Background: an optimization exercise with open tools, aiming at small area, a short achievable clock period and few clock cycles per item. Do not read the settings as production practice. Only simulation tests tie the RTL to the original design; equivalence was not proved. No activity file was given, so power comes from the tool's default toggle rates.

==> flow/run.sh <==
#!/bin/bash
# synth_recipe.tcl (not shown) runs the flow's synth.tcl, then flattens the netlist and writes it again
# the make line also repeats each setting of config.mk as NAME=value (left out here)
make -C /OpenROAD-flow-scripts/flow DESIGN_CONFIG=/design/flow/config.mk WORK_HOME=/design/flow/orfs CLKGATE_MAP_FILE= SYNTH_SCRIPT=/design/flow/synth_recipe.tcl finish
==> flow/config.mk <==
export PLATFORM = sky130hd
export DESIGN_NAME = multi_policy_job_scheduler_core
export DESIGN_NICKNAME = multi_policy_job_scheduler_core
export VERILOG_FILES = /design/flow/design.v
export SDC_FILE = /design/flow/constraint.sdc
export NUM_CORES = 4
export LEC_CHECK = 0
export CAP_MARGIN = 20
export CORE_MARGIN = 2
export CORE_UTILIZATION = 55
export PLACE_DENSITY = 0.75
export SLEW_MARGIN = 20
==> flow/constraint.sdc <==
create_clock -name core_clock -period 7.0 [get_ports {clk_i}]
set_input_delay 1.4000 -clock core_clock [delete_from_list [all_inputs] [get_ports {clk_i}]]
set_output_delay 1.4000 -clock core_clock [all_outputs]
set_load 0.01 [all_outputs]
==> flow/design.v <==
package mpjs_pkg;
  localparam int unsigned MaxJobsDef = 16;
  localparam int unsigned EntryW = 8 + 32 + 16 + 16 + 8 + 32 + 1;
  localparam logic [2:0] ModeFcfs = 3'd0;
  localparam logic [2:0] ModeNeed = 3'd1;
  localparam logic [2:0] ModeRem  = 3'd2;
  localparam logic [2:0] ModePrio = 3'd3;
  localparam logic [2:0] ModeRr   = 3'd4;
  localparam logic RegMode  = 1'b0;
  localparam logic RegSlice = 1'b1;
  localparam logic CmdAdd  = 1'b0;
  localparam logic CmdTick = 1'b1;
  localparam logic [2:0] StAdded = 3'd0;
  localparam logic [2:0] StFull  = 3'd1;
  localparam logic [2:0] StIdle  = 3'd2;
  localparam logic [2:0] StRan   = 3'd3;
  localparam logic [2:0] StDone  = 3'd4;
  typedef struct packed {
    logic [7:0]  tag;
    logic [31:0] arrival;
    logic [15:0] need;
    logic [15:0] remain;
    logic [7:0]  prio;
    logic [31:0] start;
    logic        started;
  } entry_t;
  typedef enum logic [2:0] {
    S_IDLE, S_SCAN, S_RUN, S_SHIFT, S_PUT, S_OUT
  } state_e;
endpackage
module mpjs_ram #(
  parameter int unsigned Width = 8,
  parameter int unsigned Depth = 16
) (
  input  logic                     clk_i,
  input  logic                     we_i,
  input  logic [$clog2(Depth)-1:0] waddr_i,
  input  logic [Width-1:0]         wdata_i,
  input  logic [$clog2(Depth)-1:0] raddr_i,
  output logic [Width-1:0]         rdata_o
);
  logic [Width-1:0] mem_q [Depth];
  always_ff @(posedge clk_i) begin
    if (we_i) begin
      mem_q[waddr_i] <= wdata_i;
    end
    rdata_o <= mem_q[raddr_i];
  end
endmodule
import mpjs_pkg::*;
module multi_policy_job_scheduler_core #(
  parameter int unsigned MaxJobs = mpjs_pkg::MaxJobsDef
) (
  input  logic         clk_i,
  input  logic         rst_ni,
  input  logic         cfg_we_i,
  input  logic         cfg_index_i,
  input  logic [7:0]   cfg_data_i,
  input  logic         s_axis_tvalid,
  output logic         s_axis_tready,
  input  logic         s_axis_tuser,
  input  logic [31:0]  s_axis_tdata,
  output logic         m_axis_tvalid,
  input  logic         m_axis_tready,
  output logic [2:0]   m_axis_tuser,
  output logic [167:0] m_axis_tdata
);
  localparam int N = 16;
  function automatic logic le16(input logic [15:0] a, input logic [15:0] b);
    logic lt, eq;
    lt = 1'b0; eq = 1'b1;
    for (int k = 15; k >= 0; k--) begin
      lt = lt | (eq & ~a[k] & b[k]);
      eq = eq & ~(a[k] ^ b[k]);
    end
    le16 = lt | eq;
  endfunction
  logic [N-1:0] v_q, sd_q;
  logic [3:0]   rank_q  [N];
  logic [N-1:0] bm_q    [N];    
  logic [7:0]   tag_q   [N];
  logic [31:0]  arr_q   [N];
  logic [15:0]  need_q  [N];
  logic [15:0]  rem_q   [N];
  logic [7:0]   prio_q  [N];
  logic [31:0]  st_q    [N];
  logic [N-1:0] w_q;
  logic [4:0]   len_q, ads_q;
  logic [3:0]   dst_q;                   
  logic [2:0]   mode_q;
  logic [7:0]   slice_q, used_q;
  logic         rb_q;                    
  logic         rbp_q;                   
  logic [3:0]   rbq_q;                   
  logic [15:0]  rbk_q;                   
  logic         out_v_q, o_tk_q;
  logic [2:0]   o_st_q;
  logic [7:0]   o_tag_q;
  logic [31:0]  o_tick_q, o_first_q, o_ta_q, o_wait_q, o_resp_q;
  logic [31:0] t_cur;
  assign t_cur = o_tick_q + {31'd0, o_tk_q};
  assign s_axis_tready = !rb_q && (!out_v_q || m_axis_tready);
  assign m_axis_tvalid = out_v_q;
  logic acc, is_tick, full, empty, sorted, mode_we;
  assign acc     = s_axis_tvalid && s_axis_tready;
  assign is_tick = s_axis_tuser;
  assign full    = len_q[4];
  assign empty   = (len_q == 5'd0);
  assign sorted  = (mode_q == ModeNeed) || (mode_q == ModeRem) || (mode_q == ModePrio);
  assign mode_we = cfg_we_i && (cfg_index_i == RegMode);
  logic [15:0] key [N];
  always_comb begin
    for (int i = 0; i < N; i++) begin
      case (mode_q)
        ModeNeed: key[i] = need_q[i];
        ModeRem:  key[i] = rem_q[i];
        default:  key[i] = {8'd0, prio_q[i]};
      endcase
    end
  end
  logic [7:0]  w_tag, w_prio;
  logic [31:0] w_arr, w_st;
  logic [15:0] w_need, w_rem;
  logic [3:0]  w_rank;
  logic        w_sd, done;
  always_comb begin
    w_tag = '0; w_prio = '0; w_arr = '0; w_st = '0; w_need = '0; w_rem = '0;
    w_rank = '0; w_sd = 1'b0; done = 1'b0;
    for (int i = 0; i < N; i++) begin
      if (w_q[i]) begin
        w_tag  = w_tag  | tag_q[i];
        w_prio = w_prio | prio_q[i];
        w_arr  = w_arr  | arr_q[i];
        w_st   = w_st   | st_q[i];
        w_need = w_need | need_q[i];
        w_rem  = w_rem  | rem_q[i];
        w_rank = w_rank | rank_q[i];
        w_sd   = w_sd   | sd_q[i];
        done   = done   | (rem_q[i][15:1] == 15'd0);
      end
    end
  end
  logic [15:0] key_w;
  always_comb begin
    case (mode_q)
      ModeNeed: key_w = w_need;
      ModeRem:  key_w = w_rem;
      default:  key_w = {8'd0, w_prio};
    endcase
  end
  logic [N-1:0] f_oh;
  always_comb begin
    f_oh = '0;
    for (int i = N - 1; i >= 0; i--) begin
      if (!v_q[i]) f_oh = N'(1) << i;
    end
  end
  logic [7:0] eff_slice;
  assign eff_slice = (slice_q == 8'd0) ? 8'd1 : slice_q;
  logic slice_end, rq_move;
  assign slice_end = (mode_q == ModeRr) && (used_q + 8'd1 >= eff_slice);
  assign rq_move = slice_end && !done && (len_q >= 5'd2) && (dst_q != 4'd0);
  function automatic logic [3:0] dst_of(input logic [4:0] n, input logic [4:0] a);
    logic [4:0] m;
    m = n - 5'd1;
    dst_of = 4'((a > m) ? 5'd0 : m - a);
  endfunction
  logic ads_inc;
  assign ads_inc = (mode_q == ModeRr) && (used_q != 8'd0) && (ads_q < 5'd16);
  logic [3:0] dst_add, dst_keep0, dst_done;
  assign dst_add   = dst_of(len_q + 5'd1, ads_q + {4'd0, ads_inc});
  assign dst_keep0 = 4'(len_q - 5'd1);
  assign dst_done  = 4'(len_q - 5'd2);
  logic do_add, do_tick, do_idle;
  assign do_add  = acc && !is_tick && !full;
  assign do_tick = acc && is_tick && !empty;
  assign do_idle = acc && is_tick && empty;
  logic [N-1:0] rb_oh, ins_oh, ins_mask, beats;
  logic [15:0]  key_x;
  always_comb begin
    for (int i = 0; i < N; i++) rb_oh[i] = v_q[i] && (rank_q[i] == rbq_q);
    if (rb_q) key_x = rbk_q;
    else if (mode_q == ModePrio) key_x = {8'd0, s_axis_tdata[31:24]};
    else key_x = s_axis_tdata[23:8];
    ins_oh = rb_q ? rb_oh : f_oh;
    for (int i = 0; i < N; i++) begin
      ins_mask[i] = v_q[i] && (!rb_q || rank_q[i] < rbq_q);
      beats[i] = ins_mask[i] && le16(key[i], key_x);
    end
  end
  logic do_ins, rb_last;
  assign do_ins  = rb_q ? !rbp_q : (do_add && sorted);
  assign rb_last = empty || (!rbp_q && {1'b0, rbq_q} == len_q - 5'd1);
  logic [N-1:0] v_n;
  always_comb begin
    v_n = v_q;
    if (do_add) v_n = v_n | f_oh;
    if (do_tick && done) v_n = v_n & ~w_q;
  end
  logic [N-1:0] excl, r_oh, head_oh, second_oh, rbw_oh;
  logic [3:0]   rbw;
  assign rbw  = rbp_q ? 4'd1 : rbq_q + 4'd2;
  assign excl = rb_q ? rb_oh : w_q;
  always_comb begin
    for (int i = 0; i < N; i++) begin
      logic win;
      win = 1'b1;
      for (int j = 0; j < N; j++) begin
        if (j < i) win = win & (!v_q[j] || excl[j] || !bm_q[j][i]);
        if (j > i) win = win & (!v_q[j] || excl[j] || bm_q[i][j]);
      end
      r_oh[i]      = v_q[i] && !excl[i] && win;
      head_oh[i]   = v_q[i] && (rank_q[i] == 4'd0);
      second_oh[i] = v_q[i] && (rank_q[i] == 4'd1);
      rbw_oh[i]    = v_q[i] && (rank_q[i] == rbw);
    end
  end
  logic [N-1:0] w_d;
  always_comb begin
    w_d = w_q;
    if (mode_we) w_d = head_oh;
    else if (rb_q) w_d = !rb_last ? rbw_oh : empty ? '0 : (|beats) ? r_oh : rb_oh;
    else if (do_tick && (done || rq_move)) w_d = sorted ? r_oh : second_oh;
    else if (do_add && (empty || (sorted && !(|beats)))) w_d = f_oh;
  end
  always_ff @(posedge clk_i or negedge rst_ni) begin
    if (!rst_ni) begin
      v_q <= '0;
      w_q <= '0;
      len_q <= '0;
      ads_q <= '0;
      dst_q <= '0;
      used_q <= '0;
      mode_q <= ModeFcfs;
      slice_q <= 8'd4;
      rb_q <= 1'b0;
      rbp_q <= 1'b0;
      rbq_q <= '0;
      out_v_q <= 1'b0;
      o_tk_q <= 1'b0;
      o_tick_q <= '0;
    end else begin
      v_q <= v_n;
      w_q <= w_d;
      if (rb_q) begin
        rbp_q <= 1'b0;
        if (!rbp_q) rbq_q <= rbq_q + 4'd1;
        if (rb_last) rb_q <= 1'b0;
      end
      if (cfg_we_i) begin
        case (cfg_index_i)
          RegMode: begin
            mode_q <= cfg_data_i[2:0];
            rb_q <= (cfg_data_i[2:0] == ModeNeed) || (cfg_data_i[2:0] == ModeRem) ||
                    (cfg_data_i[2:0] == ModePrio);
            rbq_q <= '0;
            rbp_q <= 1'b1;
          end
          RegSlice: slice_q <= cfg_data_i;
          default: ;
        endcase
      end
      if (acc) begin
        out_v_q <= 1'b1;
        o_tk_q <= is_tick;
        o_tick_q <= t_cur;
      end else if (m_axis_tready) begin
        out_v_q <= 1'b0;
      end
      if (do_add) begin
        len_q <= len_q + 5'd1;
        if (ads_inc) ads_q <= ads_q + 5'd1;
        dst_q <= dst_add;
      end
      if (do_idle) begin
        used_q <= '0;
        ads_q <= '0;
      end
      if (do_tick) begin
        if (done) begin
          len_q <= len_q - 5'd1;
          used_q <= '0;
          ads_q <= '0;
          dst_q <= dst_done;
        end else if (slice_end || mode_q != ModeRr) begin
          used_q <= '0;
          ads_q <= '0;
          dst_q <= dst_keep0;
        end else begin
          used_q <= used_q + 8'd1;
        end
      end
    end
  end
  always_ff @(posedge clk_i) begin
    for (int i = 0; i < N; i++) begin
      if (do_add && f_oh[i]) begin
        tag_q[i]  <= s_axis_tdata[7:0];
        arr_q[i]  <= t_cur;
        need_q[i] <= s_axis_tdata[23:8];
        prio_q[i] <= s_axis_tdata[31:24];
      end
      if (do_add && f_oh[i]) begin
        rem_q[i] <= s_axis_tdata[23:8];
      end else if (do_tick && w_q[i]) begin
        rem_q[i] <= w_rem - 16'd1;
      end
      if (do_add && f_oh[i]) begin
        sd_q[i] <= 1'b0;
      end else if (do_tick && w_q[i]) begin
        sd_q[i] <= 1'b1;
      end
      if (do_tick && w_q[i] && !w_sd) begin
        st_q[i] <= t_cur;
      end
      if (do_add && f_oh[i]) begin
        rank_q[i] <= len_q[3:0];
      end else if (do_tick) begin
        if (done) begin
          if (rank_q[i] > w_rank) rank_q[i] <= rank_q[i] - 4'd1;
        end else if (rq_move) begin
          if (w_q[i]) rank_q[i] <= dst_q;
          else if (rank_q[i] != 4'd0 && rank_q[i] <= dst_q) rank_q[i] <= rank_q[i] - 4'd1;
        end
      end
      for (int j = 0; j < N; j++) begin
        if (j > i && do_ins && (ins_oh[i] || ins_oh[j]))
          bm_q[i][j] <= ins_oh[j] ? beats[i] : !beats[j];
      end
    end
    if (rb_q) rbk_q <= key_w;
  end
  logic [31:0] ta_w, wait_w, first_w;
  assign ta_w    = o_tick_q + ~w_arr + {30'd0, 1'b1, o_tk_q};
  assign wait_w  = o_tick_q + ~w_arr + {16'hffff, ~w_need} + {30'd0, 1'b1, o_tk_q} + 32'd1;
  assign first_w = w_sd ? w_st : t_cur;
  always_ff @(posedge clk_i) begin
    if (acc) begin
      o_ta_q   <= '0;
      o_wait_q <= '0;
      o_resp_q <= '0;
      if (!is_tick) begin
        o_st_q    <= full ? StFull : StAdded;
        o_tag_q   <= s_axis_tdata[7:0];
        o_first_q <= '0;
      end else if (empty) begin
        o_st_q    <= StIdle;
        o_tag_q   <= '0;
        o_first_q <= '0;
      end else begin
        o_st_q    <= done ? StDone : StRan;
        o_tag_q   <= w_tag;
        o_first_q <= first_w;
        if (done) begin
          o_ta_q   <= ta_w;
          o_wait_q <= wait_w;
          o_resp_q <= first_w - w_arr;
        end
      end
    end
  end
  assign m_axis_tuser = o_st_q;
  assign m_axis_tdata = {o_resp_q, o_wait_q, o_ta_q, o_first_q, o_tick_q, o_tag_q};
endmodule
==> results of run 1 <==
## per-layer routing
layer  routed length, um  vias up  track usage [%]
met3               86700     1808             19.8
met1              179000    45900             62.9
li1                    -    37400                -
met2              203000     8896             64.6
met5                 457        -            0.482
met4               32800       42             24.5
## registers in the layout, summed over array words and instances (netlist names), 5 cells and up
signal / flops
used_q: 8
need_q: 256
sd_q: 16
rbk_q: 16
o_tag_q: 8
ads_q: 5
rank_q: 64
o_ta_q: 32
bm_q: 120
o_first_q: 32
st_q: 512
len_q: 5
prio_q: 128
arr_q: 512
v_q: 16
o_wait_q: 32
rem_q: 256
slice_q: 8
w_q: 16
o_tick_q: 32
tag_q: 128
o_resp_q: 32
## metrics by stage
step	cell area, um2	setup slack [ps]	hold slack, ps	utilization [%]	power, uW
floorplan	113000	34.8	437	-	30900
global placement	120000	30.1	449	58.7	40300
detailed placement	120000	52.9	455	58.7	40600
CTS	128000	27.9	471	62.4	53000
global route	128000	8.18	503	62.5	55800
finish	128000	210	470	62.5	54300
## layout by cell type, fill, tap and decap left out, types with 255 or more instances in the layout
master	Yosys	layout
nand3_1	264	264
buf_4	37	406
a22o_1	318	318
nor2_1	565	542
edfxtp_1	2131	2131
nand2_1	757	749
ha_1	414	413
a221oi_1	255	255
a21oi_1	520	515
a22oi_1	612	612
o21ai_0	644	637
## worst min-delay path by stage
stage	startpoint	endpoint	slack [ps]
CTS	sd_q[6]$_SDFFE_PP0P_	sd_q[6]$_SDFFE_PP0P_	470
global placement	sd_q[4]$_SDFFE_PP0P_	sd_q[4]$_SDFFE_PP0P_	450
floorplan	sd_q[12]$_SDFFE_PP0P_	sd_q[12]$_SDFFE_PP0P_	440
finish	sd_q[6]$_SDFFE_PP0P_	sd_q[6]$_SDFFE_PP0P_	470
global route	sd_q[5]$_SDFFE_PP0P_	sd_q[5]$_SDFFE_PP0P_	500
detailed placement	sd_q[6]$_SDFFE_PP0P_	sd_q[6]$_SDFFE_PP0P_	450
## kinds of logic after synthesis
logic type / synth area share, %
AOI/OAI and AO/OA: 18.7
xor gates and xnor gates: 2.78
adders and majority gates: 5.18
buffers and inverters: 3.31
DFF: 59.3
muxes: 0.580
and+or+nand+nor: 10.2
## report_power, final
part           internal, uW  switching, uW  total (uW)
clock                  6920           5630       12500
sequential            16300            873       17200
combinational          8040          16500       24600
## worst max-delay path, stage by stage, from the launching register on
cell       delay (ps)
dfrtp_4           490
buf_12            170
buf_4             460
a221oi_1          380
nand3_1           260
nor2_4            280
buf_4             560
mux2_2            480
ha_1              330
a21boi_0          530
o21ai_0           310
a21boi_0          460
o32ai_1           190
o221ai_1          370
o41ai_2           150
o2111ai_1         260
o211ai_1          200
o21bai_1          270
xnor2_1           160
nor2_1             70
## area by class of cell
| type | instances | area (um2) |
|---|---|---|
| repair buffers | 672 | 6170 |
| fillers | 15600 | 76600 |
| inverters | 188 | 768 |
| multi-input cells | 6334 | 42800 |
| flip-flops and latches | 2252 | 67000 |
| clock inverters | 145 | 1610 |
| well taps | 2688 | 3360 |
| diodes | 25 | 62.6 |
| clock buffers | 284 | 6010 |
## cells in the mapped netlist, types with 37 or more instances
library cell	number	area share, %
edfxtp_1	2131	57
nand2_1	757	2.5
o21ai_0	644	2.9
a22oi_1	612	4.1
nor2_1	565	1.9
a21oi_1	520	2.3
clkbuf_1	418	1.4
ha_1	414	4.6
a22o_1	318	2.5
nand3_1	264	1.2
xnor2_1	257	2.0
a221oi_1	255	2.0
inv_1	178	0.59
nand4_1	164	0.91
buf_1	123	0.41
o22ai_1	119	0.66
dfrtp_1	104	2.3
xor2_1	99	0.77
nor3_1	91	0.40
a211oi_1	78	0.52
nor4_1	78	0.43
nor2b_1	75	0.42
nand2b_1	70	0.39
and3_1	69	0.38
buf_2	65	0.29
nand3b_1	60	0.40
and2_1	53	0.29
maj3_1	51	0.45
a21o_1	49	0.33
o21a_1	49	0.33
o221a_2	43	0.43
a31oi_1	39	0.22
buf_4	37	0.25
## timing repair
| item | 4_1_cts | 5_1_grt |
|---|---|---|
| setup buffers | 0 | 0 |
| endpoints found under the setup margin | 1 | 12 |
| gates cloned | 0 | 0 |
| resized for setup | 1 | 15 |
==> results.json, run 1 <==
{
  "cts_hold_buf": 0,
  "yosysUniqueCellTypes": 109,
  "r2r-start": "w_q[3]$_DFFE_PN0P_",
  "netlist_area_um2": 113000,
  "status": "no timing/DRC/antenna violations",
  "gp_congestion": 1.07,
  "clockBufferDepth": 3,
  "synth-seq-cells": 2252,
  "ant_nets": 0,
  "via_per_inst": 7.47,
  "cts_made_buffers": 229,
  "clk_latency_ps": 970,
  "syn_nets": 9917,
  "num_vias": 94100,
  "drive_gt1_share_pct": 11.0,
  "die_w_um": 457,
  "core_area_um2": 204000,
  "relSlewSlack_pct": 8.60,
  "clk_pin_slew_ps": 60,
  "hold_viol": 0,
  "first_global_vias": 87300,
  "crit_end": "o_resp_q[29]$_SDFFCE_PP0P_",
  "p_per_area_nw_per_um2": 425,
  "yosys_warnings": 10,
  "final_nets": 10100,
  "holdPathStages": 2,
  "fin_tns_setup_ps": 0,
  "drc": 0,
  "cts.sinks": 2252,
  "rsz0062_at_grt": "no",
  "cp-end-kind": "flop",
  "grt_usage_pct": 46.9,
  "r2r_end": "o_resp_q[29]$_SDFFCE_PP0P_",
  "start_util_pct": 55.2,
  "drt-total-wl_mm": 502,
  "routedWlPerCell_um": 39.9,
  "synth_ff_type": "edfxtp_1",
  "antenna_found_initial": 48,
  "ios": 220,
  "syn_area_per_cell_um2": 11.9,
  "slew_violations": 0,
  "tightest_slew_ps": 1360,
  "ir_drop_mv": 0.376,
  "cts_tree": "built",
  "areaGrowthSynthToFinish_pct": 13.2,
  "cp_max_fo": 39,
  "crit_arrival_ps": 7390,
  "async_flop_share_pct": 4.66,
  "clock-root-buffer": "clkbuf_16",
  "placedCellCount": 12100,
  "skew_ps": 93.9,
  "rr_worst_depth": 19,
  "ys_seq_area_share_pct": 59.3,
  "grt_start_max_net_pins": 111,
  "crit_path_start": "w_q[3]$_DFFE_PN0P_",
  "htree_levels": 4,
  "required_ps": 7600,
  "r2r_slack_ps": 210,
  "start_kind": "flop",
  "grt_pass1_wl_mm": 688,
  "overflow": 0,
  "critPathKind": "reg -> reg",
  "min_period_over_period_pct": 97.0,
  "portBuffers": 219,
  "synth_cells": 9452,
  "dp_hpwl_mm": 333,
  "hold_path_class": "reg -> reg",
  "cap_violations": 0,
  "die_h_um": 457,
  "fp-row-count": 166,
  "finalNonFillerCells": 12600,
  "drtPass1Iterations": 10,
  "synth_edf_count": 2131,
  "final.min_clock_period_ps": 6790,
  "max_freq_mhz": 147,
  "setup_viol": 0,
  "drt_iter0_markers": 18100,
  "die_area_um2": 209000,
  "p_leak_uw": 0.0439
}
Testbench counts, summed over its fixed seeds: cycles 6,426, beats 6,000.
==> run 2, diff against run 1 <==
--- a/flow/design.v
+++ b/flow/design.v
@@ -67,13 +67,33 @@
 );
   localparam int N = 16;
   function automatic logic le16(input logic [15:0] a, input logic [15:0] b);
-    logic lt, eq;
-    lt = 1'b0; eq = 1'b1;
-    for (int k = 15; k >= 0; k--) begin
-      lt = lt | (eq & ~a[k] & b[k]);
-      eq = eq & ~(a[k] ^ b[k]);
+    logic [15:0] lt, eq;
+    lt = ~a & b;
+    eq = ~(a ^ b);
+    for (int l = 1; l < 16; l = l * 2) begin
+      for (int i = 0; i < 16; i = i + 2 * l) begin
+        lt[i] = lt[i + l] | (eq[i + l] & lt[i]);
+        eq[i] = eq[i + l] & eq[i];
+      end
+    end
+    le16 = lt[0] | eq[0];
+  endfunction
+  function automatic logic [31:0] padd(input logic [31:0] a, input logic [31:0] b,
+                                       input logic cin);
+    logic [31:0] g, p, x;
+    g = a & b;
+    p = a ^ b;
+    x = p;
+    g[0] = g[0] | (p[0] & cin);
+    for (int l = 0; l < 5; l++) begin
+      for (int i = 0; i < 32; i++) begin
+        if (((i >> l) & 1) == 1) begin
+          g[i] = g[i] | (p[i] & g[((i >> l) << l) - 1]);
+          p[i] = p[i] & p[((i >> l) << l) - 1];
+        end
+      end
     end
-    le16 = lt | eq;
+    padd = x ^ {g[30:0], cin};
   endfunction
   logic [N-1:0] v_q, sd_q;
   logic [3:0]   rank_q  [N];
@@ -97,8 +117,9 @@
   logic [2:0]   o_st_q;
   logic [7:0]   o_tag_q;
   logic [31:0]  o_tick_q, o_first_q, o_ta_q, o_wait_q, o_resp_q;
-  logic [31:0] t_cur;
+  logic [31:0] t_cur, arr_new;
   assign t_cur = o_tick_q + {31'd0, o_tk_q};
+  assign arr_new = ~o_tick_q + {30'd0, !o_tk_q, o_tk_q};    
   assign s_axis_tready = !rb_q && (!out_v_q || m_axis_tready);
   assign m_axis_tvalid = out_v_q;
   logic acc, is_tick, full, empty, sorted, mode_we;
@@ -234,8 +255,8 @@
       mode_q <= ModeFcfs;
       slice_q <= 8'd4;
       rb_q <= 1'b0;
-      rbp_q <= 1'b0;
       rbq_q <= '0;
+      rbp_q <= 1'b0;
       out_v_q <= 1'b0;
       o_tk_q <= 1'b0;
       o_tick_q <= '0;
@@ -296,7 +317,7 @@
     for (int i = 0; i < N; i++) begin
       if (do_add && f_oh[i]) begin
         tag_q[i]  <= s_axis_tdata[7:0];
-        arr_q[i]  <= t_cur;
+        arr_q[i]  <= arr_new;
         need_q[i] <= s_axis_tdata[23:8];
         prio_q[i] <= s_axis_tdata[31:24];
       end
@@ -330,10 +351,18 @@
     end
     if (rb_q) rbk_q <= key_w;
   end
-  logic [31:0] ta_w, wait_w, first_w;
-  assign ta_w    = o_tick_q + ~w_arr + {30'd0, 1'b1, o_tk_q};
-  assign wait_w  = o_tick_q + ~w_arr + {16'hffff, ~w_need} + {30'd0, 1'b1, o_tk_q} + 32'd1;
-  assign first_w = w_sd ? w_st : t_cur;
+  logic [31:0] ta_w, wait_w, resp_w, first_w, fsel, s1, c1, s2, c2;
+  always_comb begin
+    ta_w = padd(o_tick_q, w_arr, o_tk_q);
+    s1 = o_tick_q ^ w_arr ^ {16'hffff, ~w_need};
+    c1 = (o_tick_q & w_arr) | (o_tick_q & {16'hffff, ~w_need}) | (w_arr & {16'hffff, ~w_need});
+    wait_w = padd(s1, {c1[30:0], 1'b1}, o_tk_q);
+    fsel = w_sd ? w_st : o_tick_q;
+    s2 = ~(fsel ^ w_arr);
+    c2 = fsel | w_arr;
+    resp_w = padd(s2, {c2[30:0], 1'b0}, !w_sd && o_tk_q);
+    first_w = w_sd ? w_st : t_cur;
+  end
   always_ff @(posedge clk_i) begin
     if (acc) begin
       o_ta_q   <= '0;
@@ -354,7 +383,7 @@
         if (done) begin
           o_ta_q   <= ta_w;
           o_wait_q <= wait_w;
-          o_resp_q <= first_w - w_arr;
+          o_resp_q <= resp_w;
         end
       end
     end
--- a/flow/config.mk
+++ b/flow/config.mk
@@ -7,6 +7,8 @@
 export LEC_CHECK = 0
 export CAP_MARGIN = 20
 export CORE_MARGIN = 2
-export CORE_UTILIZATION = 55
-export PLACE_DENSITY = 0.75
+export CORE_UTILIZATION = 50
+export CTS_CLUSTER_SIZE = 24
+export PLACE_DENSITY = 0.7
+export SETUP_SLACK_MARGIN = 2.2
 export SLEW_MARGIN = 20
==> run 2 against run 1 <==
First-iteration DRC count shrank 0.96%. Register-to-register slack better by 1800 ps. Cell count up 2.9%. Combinational power is 13% higher. Global-route usage shrank 1.2 points. Worst setup slack gained 1800 ps. Utilization decreased by 3.1 points. Via count about the same. Critical path type unchanged. Largest power group unchanged.
==> results.json, run 2 <==
{
  "status": "no timing/DRC/antenna violations",
  "grt_usage_pct": 45.7,
  "die_w_um": 478,
  "gp_congestion": 1.05,
  "final_nets": 10500,
  "syn_area_per_cell_um2": 12.1,
  "antenna_found_initial": 66,
  "start_kind": "flop",
  "portBuffers": 219,
  "crit_arrival_ps": 5720,
  "yosysUniqueCellTypes": 98,
  "power_switching_uw": 25200,
  "clkPwrFrac_pct": 22.3,
  "fillCellCount": 17600,
  "num_vias": 94100,
  "htree_levels": 4,
  "drt-total-wl_mm": 543,
  "synth_ff_type": "edfxtp_1",
  "synth_cells": 9266,
  "ios": 220,
  "reg_top3": "arr_q: 512 flops, st_q: 512 flops",
  "first_global_vias": 86300,
  "final_common_cell": "edfxtp_1",
  "fp-row-count": 174,
  "yosysMostFrequentCell": "edfxtp_1",
  "p_per_area_nw_per_um2": 438,
  "grt_start_max_net_pins": 148,
  "die_area_um2": 229000,
  "min_period_over_period_pct": 70.9,
  "p_int_uw": 33200,
  "start_util_pct": 50.2,
  "final.min_clock_period_ps": 4970,
  "synth_commonest_cells": "edfxtp_1 (2131), nand2_1 (746), a22oi_1 (737), a21oi_1 (680), ha_1 (666)",
  "yosys_warnings": 10,
  "seqPwrFrac_pct": 29.8,
  "clk_latency_ps": 970,
  "synth_area_leaders": "edfxtp_1 (57%), ha_1 (7.4%), a22oi_1 (4.9%)",
  "relSlewSlack_pct": 13.6,
  "setup_viol": 0,
  "tightest_slew_ps": 1290,
  "cts_tree": "built",
  "swShare_pct": 43.1,
  "mostFrequentLayoutCells": "edfxtp_1 (2131), nand2_1 (738), a22oi_1 (721), ha_1 (659), a21oi_1 (615)",
  "slew_violations": 0,
  "cts_made_buffers": 231,
  "ir_drop_mv": 0.320,
  "required_ps": 7750,
  "areaGrowthSynthToFinish_pct": 18.3,
  "cpMaxStageDelayCell": "a22oi_1",
  "clockBufferDepth": 3,
  "via_per_inst": 7.27,
  "cp-end-kind": "flop",
  "hold_path_class": "in -> async",
  "rsz0062_at_grt": "yes",
  "cts.sinks": 2252,
  "overflow": 0,
  "core_area_um2": 224000,
  "cp_cell_sequence": "nor2_1 -> and2_4 -> buf_16 -> buf_6 -> a22oi_1 -> ha_1 -> nand4_1 -> nor2_1 -> a2111oi_0 -> and3_2 -> a2bb2oi_2 -> nand4_1 -> buf_4 -> nor4_4 -> buf_4 -> buf_8 -> o31a_1 -> o31ai_1",
  "critPathKind": "reg -> reg",
  "cts_hold_buf": 0,
  "max_freq_mhz": 201,
  "clk_pin_slew_ps": 60,
  "r2r_slack_ps": 2030,
  "synth_edf_count": 2131,
  "drt_iter0_markers": 17900,
  "netlist_area_um2": 113000,
  "ant_nets": 0,
  "async_flop_share_pct": 4.66,
  "drtPass1Iterations": 9,
  "combinationalPowerShare_pct": 47.9,
  "slowest_delay_ps": 590,
  "cap_violations": 0,
  "syn_nets": 10000,
  "routedWlPerCell_um": 42.0,
  "synth-seq-cells": 2252,
  "ys_seq_area_share_pct": 59.5,
  "drc": 0,
  "skew_ps": 123,
  "dp_hpwl_mm": 351,
  "drive_gt1_share_pct": 14.6,
  "hold_viol": 0,
  "die_h_um": 478,
  "p_leak_uw": 0.0459,
  "synth_top_area_cell": "edfxtp_1",
  "netlist.area_leader.share_pct": 56.8,
  "grt_pass1_wl_mm": 721,
  "clock-root-buffer": "clkbuf_16",
  "finalPower_uw": 58400,
  "cp_max_fo": 35,
  "fin_tns_setup_ps": 0
}
## run 2: worst max-delay path, delay by kind of cell (launching register included)
family	cells	cell delay, ps
simple gates	7	1390
buf+inv	5	970
fa+ha+maj	1	410
compound gates	5	1430
flops	1	500
## run 2: final timing paths
kind                                        from               endpoint  cells past startpoint
max                        mode_q[2]$_DFFE_PN0P_    w_q[15]$_DFFE_PN0P_                     18
min                                       rst_ni  used_q[1]$_DFFE_PN0P_                      1
max reg2reg                mode_q[2]$_DFFE_PN0P_    w_q[15]$_DFFE_PN0P_                     18
min reg2reg                sd_q[14]$_SDFFE_PP0P_  sd_q[14]$_SDFFE_PP0P_                      2
max in group asynchronous                 rst_ni     w_q[6]$_DFFE_PN0P_                      2
min in group core_clock    sd_q[14]$_SDFFE_PP0P_  sd_q[14]$_SDFFE_PP0P_                      2
## run 2: stage by stage
stage               cell area, um2  setup WS [ps]  hold slack [ps]  std cells  utilization (%)
floorplan                   113000           1840              437       9266                -
global placement            120000            414              456      12300             53.7
detailed placement          120000            286              461      12300             53.7
CTS                         131000           2120              351      12800             58.3
global route                133000           1990              375      12900             59.4
finish                      133000           2030              360      12900             59.4
## run 2: final cells by class
class / count / area, um2 / area share [%]
timing repair buffer: 865 / 8850 / 6.64
antenna: 29 / 72.6 / 0.0545
tap: 2992 / 3740 / 2.81
inverter: 348 / 1400 / 1.05
sequential: 2252 / 67000 / 50.3
clock inverter: 148 / 1820 / 1.37
clock buffer: 282 / 6120 / 4.59
multi-input combinational: 6031 / 44200 / 33.2
## run 2: timing repair
action,4_1_cts,5_1_grt
resized for setup,178,288
setup endpoints to repair,908,349
pin swaps,52,89
gates cloned,15,12
buffers inserted,111,87
## run 2: power groups by stage
stage / sequential [uW] / clock, uW / combinational (uW)
final: 17400 / 13000 / 27900
after global routing: 17400 / 13500 / 28900
after global placement: 17800 / 0 / 22700
after floorplan: 17000 / 0 / 13700
after CTS: 17300 / 13000 / 25200
after detailed placement: 17800 / 0 / 22900
## run 2: cells by family after synthesis
| kind of cell | synth area share (%) |
|---|---|
| XOR/XNOR | 2.32 |
| buffers and inverters | 3.34 |
| flip-flops | 59.5 |
| AND/OR/NAND/NOR | 8.57 |
| AO/OA/AOI/OAI | 18.0 |
| adder cells (fa/ha/maj) | 8.01 |
| multiplexers | 0.275 |
## run 2: layer usage
metal	vias to the layer above	GRT usage, %	share of wire, %
met1	46300	61.6	36
met3	1896	18.2	16
met5	-	0	0.11
li1	37100	-	-
met4	54	24.0	6.7
met2	8796	63.2	40
Testbench counts of run 2, summed over its fixed seeds: cycles 6,426, beats 6,000.
==> run 3, diff against run 2 <==
--- a/flow/design.v
+++ b/flow/design.v
@@ -349,7 +349,7 @@
           bm_q[i][j] <= ins_oh[j] ? beats[i] : !beats[j];
       end
     end
-    if (rb_q) rbk_q <= key_w;
+    rbk_q <= key_w;
   end
   logic [31:0] ta_w, wait_w, resp_w, first_w, fsel, s1, c1, s2, c2;
   always_comb begin
--- a/flow/config.mk
+++ b/flow/config.mk
@@ -10,5 +10,5 @@
 export CORE_UTILIZATION = 50
 export CTS_CLUSTER_SIZE = 24
 export PLACE_DENSITY = 0.7
-export SETUP_SLACK_MARGIN = 2.2
+export SETUP_SLACK_MARGIN = 2.6
 export SLEW_MARGIN = 20
==> run 3 against run 2 <==
Sequential share of layout area fell by 0.99 points. Highest routed layer unchanged. Total power fell by 11%. Largest power group unchanged. Largest cell class unchanged. Still clean. Clock power barely moved.
==> results.json, run 3 <==
{
  "hold_path_class": "in -> async",
  "cts_made_buffers": 229,
  "mostFrequentLayoutCells": "edfxtp_1 (2115), a22oi_1 (675), nand2_1 (672), ha_1 (632), buf_4 (523)",
  "yosys_warnings": 10,
  "die_w_um": 477,
  "final_nets": 10400,
  "drt-total-wl_mm": 509,
  "portBuffers": 219,
  "grt_start_max_net_pins": 81,
  "grt_pass1_wl_mm": 689,
  "overflow": 0,
  "areaGrowthSynthToFinish_pct": 21.1,
  "synth_area_leaders": "edfxtp_1 (57%), ha_1 (7.4%), a22oi_1 (4.7%)",
  "use_met1_pct": 53.3,
  "gp_congestion": 1.08,
  "synth_cells": 9097,
  "start_kind": "flop",
  "clk_pin_slew_ps": 70,
  "tightest_slew_ps": 1320,
  "required_ps": 7660,
  "fillCellCount": 16900,
  "clockBufferDepth": 3,
  "cts_tree": "built",
  "synth_edf_count": 2115,
  "finalPower_uw": 51700,
  "max_freq_mhz": 195,
  "synth_top_area_cell": "edfxtp_1",
  "slowest_delay_ps": 610,
  "min_period_over_period_pct": 73.3,
  "grt_usage_pct": 42.9,
  "yosysUniqueCellTypes": 98,
  "r2r_slack_ps": 1870,
  "status": "no timing/DRC/antenna violations",
  "cp_max_fo": 4,
  "antenna_found_initial": 39,
  "num_vias": 93500,
  "skew_ps": 125,
  "core_area_um2": 222000,
  "ys_seq_area_share_pct": 59.7,
  "ir_drop_mv": 0.275,
  "drc": 0,
  "synth-seq-cells": 2252,
  "dp_hpwl_mm": 315,
  "final_area_um2": 136000,
  "slew_violations": 0,
  "final_common_cell": "edfxtp_1",
  "fp-row-count": 173,
  "relSlewSlack_pct": 10.9,
  "die_area_um2": 228000,
  "drtPass1Iterations": 21,
  "synth_commonest_cells": "edfxtp_1 (2115), a22oi_1 (704), nand2_1 (688), ha_1 (666), a21oi_1 (620)",
  "ant_nets": 0,
  "cts.sinks": 2252,
  "synth_ff_type": "edfxtp_1",
  "async_flop_share_pct": 4.66,
  "setup_viol": 0,
  "syn_nets": 9844,
  "via_per_inst": 7.25,
  "grtUsageMet2_pct": 62.0,
  "cp_cell_sequence": "buf_16 -> buf_4 -> a22oi_2 -> nand4_1 -> buf_6 -> or3_4 -> buf_12 -> nand4_1 -> o21ai_1 -> ha_1 -> inv_2 -> ha_4 -> a21oi_4 -> o221ai_2 -> and4_1 -> a211o_1 -> a21oi_4 -> o21ai_4 -> o41ai_4 -> o21ai_1 -> xnor2_1 -> nor2_1",
  "htree_levels": 4,
  "critPathKind": "reg -> reg",
  "final.min_clock_period_ps": 5130,
  "grtUsageMet3_pct": 15.1,
  "cts_hold_buf": 0,
  "clk_latency_ps": 970,
  "drt_iter0_markers": 16700,
  "hold_viol": 0,
  "syn_area_per_cell_um2": 12.3,
  "cap_violations": 0,
  "first_global_vias": 87000,
  "crit_arrival_ps": 5790,
  "start_util_pct": 50.4,
  "place_area_um2": 120000,
  "drive_gt1_share_pct": 17.5,
  "clock-root-buffer": "clkbuf_16",
  "netlist.area_leader.share_pct": 56.7,
  "fin_tns_setup_ps": 0,
  "p_per_area_nw_per_um2": 382,
  "reg_top3": "arr_q: 512 flops, st_q: 512 flops",
  "yosysMostFrequentCell": "edfxtp_1",
  "busiest_layer": "met2",
  "rsz0062_at_grt": "yes",
  "cpMaxStageDelayCell": "dfrtp_4",
  "routedWlPerCell_um": 39.5,
  "ios": 220,
  "p_leak_uw": 0.0475,
  "cp-end-kind": "flop",
  "netlist_area_um2": 112000,
  "die_h_um": 477
}
==> run 3: repair_timing <==
action                     in CTS  in global routing
setup endpoints to repair     875                354
gates resized for setup       384                292
gates cloned                   28                 14
pin swaps                     111                163
buffers inserted              226                104
==> run 3: layout make-up <==
type                    count  area, um2  area share (%)
clock buffers             290       6110            4.51
clock inverters           145       1750            1.29
diodes                     37       92.6          0.0683
flip-flops and latches   2252      66900            49.3
inverters                 320       1330           0.984
multi-input cells        5900      45000            33.2
repair buffers            982      10700            7.88
well taps                2975       3720            2.75
repair inverters            2       13.8          0.0102
==> run 3: metal layers <==
metal  part of all wire [%]  vias to the layer above
met4                    9.5                       32
met2                     42                     8727
li1                       -                    36800
met3                     15                     2281
met1                     34                    45700
met5                   0.15                        -
==> run 3: report_power, final <==
| part | total [uW] | switching, uW | leakage, uW | internal [uW] |
|---|---|---|---|---|
| sequential | 16800 | 809 | 0.0204 | 16000 |
| clock | 12900 | 5640 | 0.00381 | 7220 |
| combinational | 22100 | 14300 | 0.0233 | 7790 |
| total | 51700 | 20800 | 0.0475 | 31000 |
==> run 3: cells by family after synthesis <==
logic type / Yosys count / synth area share (%)
AO/OA/AOI/OAI: 2915 / 17.8
XOR/XNOR: 306 / 2.41
adder cells (fa/ha/maj): 700 / 8.05
buffers and inverters: 950 / 3.33
flip-flops: 2252 / 59.7
multiplexers: 46 / 0.420
AND/OR/NAND/NOR: 1928 / 8.36
==> run 3: worst paths after layout <==
check / cells after the start / to / startpoint
setup / recovery: 22 / o_resp_q[30]$_SDFFCE_PP0P_ / w_q[9]$_DFFE_PN0P_
hold / removal: 1 / slice_q[3]$_DFFE_PN0P_ / rst_ni
setup reg to reg: 22 / o_resp_q[30]$_SDFFCE_PP0P_ / w_q[9]$_DFFE_PN0P_
hold reg to reg: 2 / sd_q[0]$_SDFFE_PP0P_ / sd_q[0]$_SDFFE_PP0P_
max in group asynchronous: 2 / w_q[13]$_DFFE_PN0P_ / rst_ni
min in group core_clock: 2 / sd_q[0]$_SDFFE_PP0P_ / sd_q[0]$_SDFFE_PP0P_
==> run 3: critical path: cells and delay by family, from the launching register on <==
family	cells	cell delay [ps]
compound gates	9	1660
simple gates	5	1080
fa+ha+maj	2	530
flops	1	610
xor+xnor	1	190
buf+inv	5	770
==> run 3: through the flow <==
step | hold slack [ps] | instances | utilization (%) | worst slack (ps)
2_1_floorplan | 437 | 9097 | - | 2020
3_3_place_gp | 449 | 12100 | 53.9 | 199
3_5_place_dp | 458 | 12100 | 54.0 | 189
4_1_cts | 441 | 12700 | 59.6 | 2060
5_1_grt | 482 | 12900 | 60.9 | 1820
6_report | 452 | 12900 | 61.0 | 1870
Testbench counts of run 3, summed over its fixed seeds: cycles 6,426, beats 6,000.
==> run 4, diff against run 3 <==
--- a/flow/design.v
+++ b/flow/design.v
@@ -67,16 +67,13 @@
 );
   localparam int N = 16;
   function automatic logic le16(input logic [15:0] a, input logic [15:0] b);
-    logic [15:0] lt, eq;
-    lt = ~a & b;
-    eq = ~(a ^ b);
-    for (int l = 1; l < 16; l = l * 2) begin
-      for (int i = 0; i < 16; i = i + 2 * l) begin
-        lt[i] = lt[i + l] | (eq[i + l] & lt[i]);
-        eq[i] = eq[i + l] & eq[i];
-      end
+    logic lt, eq;
+    lt = 1'b0; eq = 1'b1;
+    for (int k = 15; k >= 0; k--) begin
+      lt = lt | (eq & ~a[k] & b[k]);
+      eq = eq & ~(a[k] ^ b[k]);
     end
-    le16 = lt[0] | eq[0];
+    le16 = lt | eq;
   endfunction
   function automatic logic [31:0] padd(input logic [31:0] a, input logic [31:0] b,
                                        input logic cin);
@@ -110,9 +107,7 @@
   logic [2:0]   mode_q;
   logic [7:0]   slice_q, used_q;
   logic         rb_q;                    
-  logic         rbp_q;                   
   logic [3:0]   rbq_q;                   
-  logic [15:0]  rbk_q;                   
   logic         out_v_q, o_tk_q;
   logic [2:0]   o_st_q;
   logic [7:0]   o_tag_q;
@@ -196,22 +191,21 @@
   assign do_add  = acc && !is_tick && !full;
   assign do_tick = acc && is_tick && !empty;
   assign do_idle = acc && is_tick && empty;
-  logic [N-1:0] rb_oh, ins_oh, ins_mask, beats;
+  logic [N-1:0] ins_oh, ins_mask, beats;
   logic [15:0]  key_x;
   always_comb begin
-    for (int i = 0; i < N; i++) rb_oh[i] = v_q[i] && (rank_q[i] == rbq_q);
-    if (rb_q) key_x = rbk_q;
+    if (rb_q) key_x = key_w;
     else if (mode_q == ModePrio) key_x = {8'd0, s_axis_tdata[31:24]};
     else key_x = s_axis_tdata[23:8];
-    ins_oh = rb_q ? rb_oh : f_oh;
+    ins_oh = rb_q ? w_q : f_oh;
     for (int i = 0; i < N; i++) begin
       ins_mask[i] = v_q[i] && (!rb_q || rank_q[i] < rbq_q);
       beats[i] = ins_mask[i] && le16(key[i], key_x);
     end
   end
   logic do_ins, rb_last;
-  assign do_ins  = rb_q ? !rbp_q : (do_add && sorted);
-  assign rb_last = empty || (!rbp_q && {1'b0, rbq_q} == len_q - 5'd1);
+  assign do_ins  = rb_q ? !empty : (do_add && sorted);
+  assign rb_last = empty || ({1'b0, rbq_q} == len_q - 5'd1);
   logic [N-1:0] v_n;
   always_comb begin
     v_n = v_q;
@@ -220,8 +214,8 @@
   end
   logic [N-1:0] excl, r_oh, head_oh, second_oh, rbw_oh;
   logic [3:0]   rbw;
-  assign rbw  = rbp_q ? 4'd1 : rbq_q + 4'd2;
-  assign excl = rb_q ? rb_oh : w_q;
+  assign rbw  = rbq_q + 4'd1;
+  assign excl = w_q;
   always_comb begin
     for (int i = 0; i < N; i++) begin
       logic win;
@@ -240,7 +234,7 @@
   always_comb begin
     w_d = w_q;
     if (mode_we) w_d = head_oh;
-    else if (rb_q) w_d = !rb_last ? rbw_oh : empty ? '0 : (|beats) ? r_oh : rb_oh;
+    else if (rb_q) w_d = !rb_last ? rbw_oh : empty ? '0 : (|beats) ? r_oh : w_q;
     else if (do_tick && (done || rq_move)) w_d = sorted ? r_oh : second_oh;
     else if (do_add && (empty || (sorted && !(|beats)))) w_d = f_oh;
   end
@@ -256,7 +250,6 @@
       slice_q <= 8'd4;
       rb_q <= 1'b0;
       rbq_q <= '0;
-      rbp_q <= 1'b0;
       out_v_q <= 1'b0;
       o_tk_q <= 1'b0;
       o_tick_q <= '0;
@@ -264,8 +257,7 @@
       v_q <= v_n;
       w_q <= w_d;
       if (rb_q) begin
-        rbp_q <= 1'b0;
-        if (!rbp_q) rbq_q <= rbq_q + 4'd1;
+        rbq_q <= rbq_q + 4'd1;
         if (rb_last) rb_q <= 1'b0;
       end
       if (cfg_we_i) begin
@@ -275,7 +267,6 @@
             rb_q <= (cfg_data_i[2:0] == ModeNeed) || (cfg_data_i[2:0] == ModeRem) ||
                     (cfg_data_i[2:0] == ModePrio);
             rbq_q <= '0;
-            rbp_q <= 1'b1;
           end
           RegSlice: slice_q <= cfg_data_i;
           default: ;
@@ -349,7 +340,6 @@
           bm_q[i][j] <= ins_oh[j] ? beats[i] : !beats[j];
       end
     end
-    rbk_q <= key_w;
   end
   logic [31:0] ta_w, wait_w, resp_w, first_w, fsel, s1, c1, s2, c2;
   always_comb begin
--- a/flow/config.mk
+++ b/flow/config.mk
@@ -8,7 +8,6 @@
 export CAP_MARGIN = 20
 export CORE_MARGIN = 2
 export CORE_UTILIZATION = 50
-export CTS_CLUSTER_SIZE = 24
 export PLACE_DENSITY = 0.7
-export SETUP_SLACK_MARGIN = 2.6
+export SETUP_SLACK_MARGIN = 1.5
 export SLEW_MARGIN = 20
==> run 4 against run 3 <==
Still clean. First-iteration DRC count is 2.7% lower. Utilization decreased by 1.8 points. Maximum frequency fell by 9.8%. Largest cell class unchanged. Highest routed layer unchanged.
==> results.json, run 4 <==
{
  "status": "no timing/DRC/antenna violations",
  "clock-root-buffer": "clkbuf_16",
  "relSlewSlack_pct": 7.65,
  "final.min_clock_period_ps": 5690,
  "async_flop_share_pct": 4.65,
  "cap_violations": 0,
  "synth_ff_type": "edfxtp_1",
  "yosysMostFrequentCell": "edfxtp_1",
  "combinationalPowerShare_pct": 52.8,
  "ys_seq_area_share_pct": 59.6,
  "drt-total-wl_mm": 506,
  "cts_hold_buf": 0,
  "drive_gt1_share_pct": 15.4,
  "crit_arrival_ps": 6520,
  "slowest_delay_ps": 510,
  "gp_congestion": 1.04,
  "start_kind": "flop",
  "drc": 0,
  "clk_pin_slew_ps": 70,
  "num_vias": 91800,
  "htree_levels": 4,
  "synth_cells": 9195,
  "grt_usage_pct": 43.5,
  "netlist.area_leader.share_pct": 57.0,
  "portBuffers": 219,
  "antenna_found_initial": 25,
  "start_util_pct": 50.2,
  "clk_latency_ps": 970,
  "synth-seq-cells": 2235,
  "synth_edf_count": 2115,
  "syn_area_per_cell_um2": 12.1,
  "drtPass1Iterations": 10,
  "clockBufferDepth": 3,
  "hold_viol": 0,
  "place_area_um2": 119000,
  "yosys_warnings": 10,
  "drt_iter0_markers": 16200,
  "seqPwrFrac_pct": 27.0,
  "cp_cell_sequence": "buf_12 -> buf_4 -> a22o_1 -> a221oi_2 -> nand4_2 -> a22oi_2 -> a31oi_4 -> buf_4 -> o21a_1 -> maj3_1 -> o221ai_4 -> maj3_2 -> a221o_1 -> a31o_4 -> buf_8 -> nand3_1 -> or2_4 -> a41oi_4 -> buf_12 -> buf_16 -> mux2_4",
  "required_ps": 7830,
  "r2r_slack_ps": 1310,
  "ios": 220,
  "swShare_pct": 43.6,
  "max_freq_mhz": 176,
  "synth_top_area_cell": "edfxtp_1",
  "skew_ps": 106,
  "die_h_um": 476,
  "grt_pass1_wl_mm": 686,
  "syn_nets": 9700,
  "cts.sinks": 2235,
  "p_leak_uw": 0.0456,
  "placedCellCount": 12200,
  "ant_nets": 0,
  "dp_hpwl_mm": 332,
  "first_global_vias": 85600,
  "tightest_slew_ps": 1370,
  "fp-row-count": 173,
  "clkPwrFrac_pct": 20.2,
  "synth_area_leaders": "edfxtp_1 (57%), ha_1 (4.8%), a22oi_1 (3.9%)",
  "fin_tns_setup_ps": 0,
  "via_per_inst": 7.14,
  "fillCellCount": 17500,
  "final_nets": 10200,
  "areaGrowthSynthToFinish_pct": 17.9,
  "p_int_uw": 36800,
  "rsz0062_at_grt": "yes",
  "setup_viol": 0,
  "cts_made_buffers": 232,
  "cp-end-kind": "flop",
  "core_area_um2": 222000,
  "mostFrequentLayoutCells": "edfxtp_1 (2115), nand2_1 (796), o21ai_0 (614), a22oi_1 (563), buf_4 (541)",
  "critPathKind": "reg -> reg",
  "die_w_um": 476,
  "final_area_um2": 131000,
  "cpMaxStageDelayCell": "dfrtp_4",
  "grt_start_max_net_pins": 133,
  "final_common_cell": "edfxtp_1",
  "slew_violations": 0,
  "finalPower_uw": 65300,
  "routedWlPerCell_um": 39.3,
  "finalNonFillerCells": 12900,
  "cts_tree": "built",
  "hold_path_class": "in -> async",
  "ir_drop_mv": 0.671,
  "die_area_um2": 227000,
  "cp_max_fo": 15,
  "yosysUniqueCellTypes": 113,
  "netlist_area_um2": 111000,
  "min_period_over_period_pct": 81.3,
  "synth_commonest_cells": "edfxtp_1 (2115), nand2_1 (809), o21ai_0 (645), a22oi_1 (573), a21oi_1 (550)",
  "finish.utilization_pct": 59.2,
  "overflow": 0,
  "reg_top3": "arr_q: 512 flops, st_q: 512 flops",
  "p_per_area_nw_per_um2": 497,
  "power_switching_uw": 28500
}
## run 4: changes by cell type after synthesis, moves of 83 or more
cell	before	now
a221oi_1	207	290
nor2_1	344	428
nand2_1	688	809
o21ai_0	495	645
ha_1	666	424
a22oi_1	704	573
## run 4: what timing repair did
action                                  in CTS  in global routing
endpoints found under the setup margin      69                 58
pin swaps                                   71                110
setup buffers                              129                 49
gates cloned                                 6                  4
resized for setup                          190                170
## run 4: cell families after synthesis
group                    Yosys count  synth area share [%]
AO/OA/AOI/OAI                   2978                  18.5
flip-flops                      2235                  59.6
AND/OR/NAND/NOR                 2124                  9.19
buffers and inverters            973                  3.74
adder cells (fa/ha/maj)          500                  5.76
XOR/XNOR                         342                  2.69
multiplexers                      43                 0.454
## run 4: final cells by class
class	instances	area [um2]	share of cell area (%)
inverter	312	1230	0.937
clock inverter	157	1940	1.48
antenna	15	37.5	0.0286
clock buffer	277	6170	4.70
sequential	2235	66500	50.6
timing repair buffer	900	8760	6.67
multi-input combinational	5987	42900	32.7
tap	2975	3720	2.83
## run 4: critical path, delay by kind of cell (launching register included)
| family | cells | cell delay (ps) |
|---|---|---|
| AOI/OAI and AO/OA | 9 | 2350 |
| adders and majority gates | 2 | 680 |
| buffers and inverters | 6 | 1100 |
| DFF | 1 | 510 |
| muxes | 1 | 300 |
| and+or+nand+nor | 3 | 620 |
## run 4: final timing paths
path / start / end / depth (start not counted)
max: w_q[0]$_DFFE_PN0P_ / w_q[14]$_DFFE_PN0P_ / 21
min: rst_ni / ads_q[2]$_DFF_PN0_ / 1
max reg2reg: w_q[0]$_DFFE_PN0P_ / w_q[14]$_DFFE_PN0P_ / 21
min reg2reg: sd_q[2]$_SDFFE_PP0P_ / sd_q[2]$_SDFFE_PP0P_ / 2
max in group asynchronous: rst_ni / w_q[7]$_DFFE_PN0P_ / 2
min in group core_clock: sd_q[2]$_SDFFE_PP0P_ / sd_q[2]$_SDFFE_PP0P_ / 2
## run 4: per-layer routing
layer  wire length (um)  vias to the layer above  track usage [%]  part of all wire, %
li1                   -                    36700                -                    -
met4              42900                       28             28.8                  8.5
met5                369                        -                0                0.073
met3              71400                     1958             13.4                   14
met1             178000                    44900             56.3                   35
met2             213000                     8268             63.2                   42
## run 4: power groups by stage
| stage | Clock (uW) | Sequential (uW) | Combinational [uW] |
|---|---|---|---|
| CTS | 13200 | 17500 | 31400 |
| floorplan | 0 | 17500 | 17000 |
| global placement | 0 | 17900 | 28400 |
| global route | 13700 | 17600 | 36000 |
| detailed placement | 0 | 17900 | 28900 |
| finish | 13200 | 17600 | 34500 |
## run 4: per-stage QoR
step	worst slack, ps	hold slack, ps
after floorplan	1500	437
after global routing	1190	396
after global placement	489	452
final	1310	373
after detailed placement	507	458
after CTS	1380	388
Testbench counts of run 4, summed over its fixed seeds: cycles 6,402, beats 6,000.

-- afterwards: timing with drivers on the ports --
In the flow no input, the clock included, has a driving cell. The finished layouts below were timed again as built, in two steps. Step 1 assumes that a clkbuf_16 drives the clock port and a buf_2 every other input. Step 2 moves the port delays by t, midway between the first and last clock arrival at a register: inputs arrive t later, outputs are due t later. That takes back most of the time a late clock gives input paths. Three values: ideal ports, drivers, drivers and shift; two values: the first two.
run | t (ns) | slack for setup (ns) | worst hold slack (ns)
run 1 | 1.024 | 0.210 / 0.210 / 0.210 | 0.470 / 0.470 / 0.470
run 2 | 1.012 | 2.035 / 2.035 / 1.273 | 0.360 / 0.302 / 0.479
run 3 | 1.011 | 1.868 / 1.868 / 1.129 | 0.452 / 0.386 / 0.482
run 4 | 1.020 | 1.310 / 1.310 / 0.607 | 0.373 / 0.309 / 0.480
After both steps every run listed still meets setup and hold. The setup slack of run 2, which loses most, moves by 0.000 ns with the drivers and by -0.762 ns with both steps.
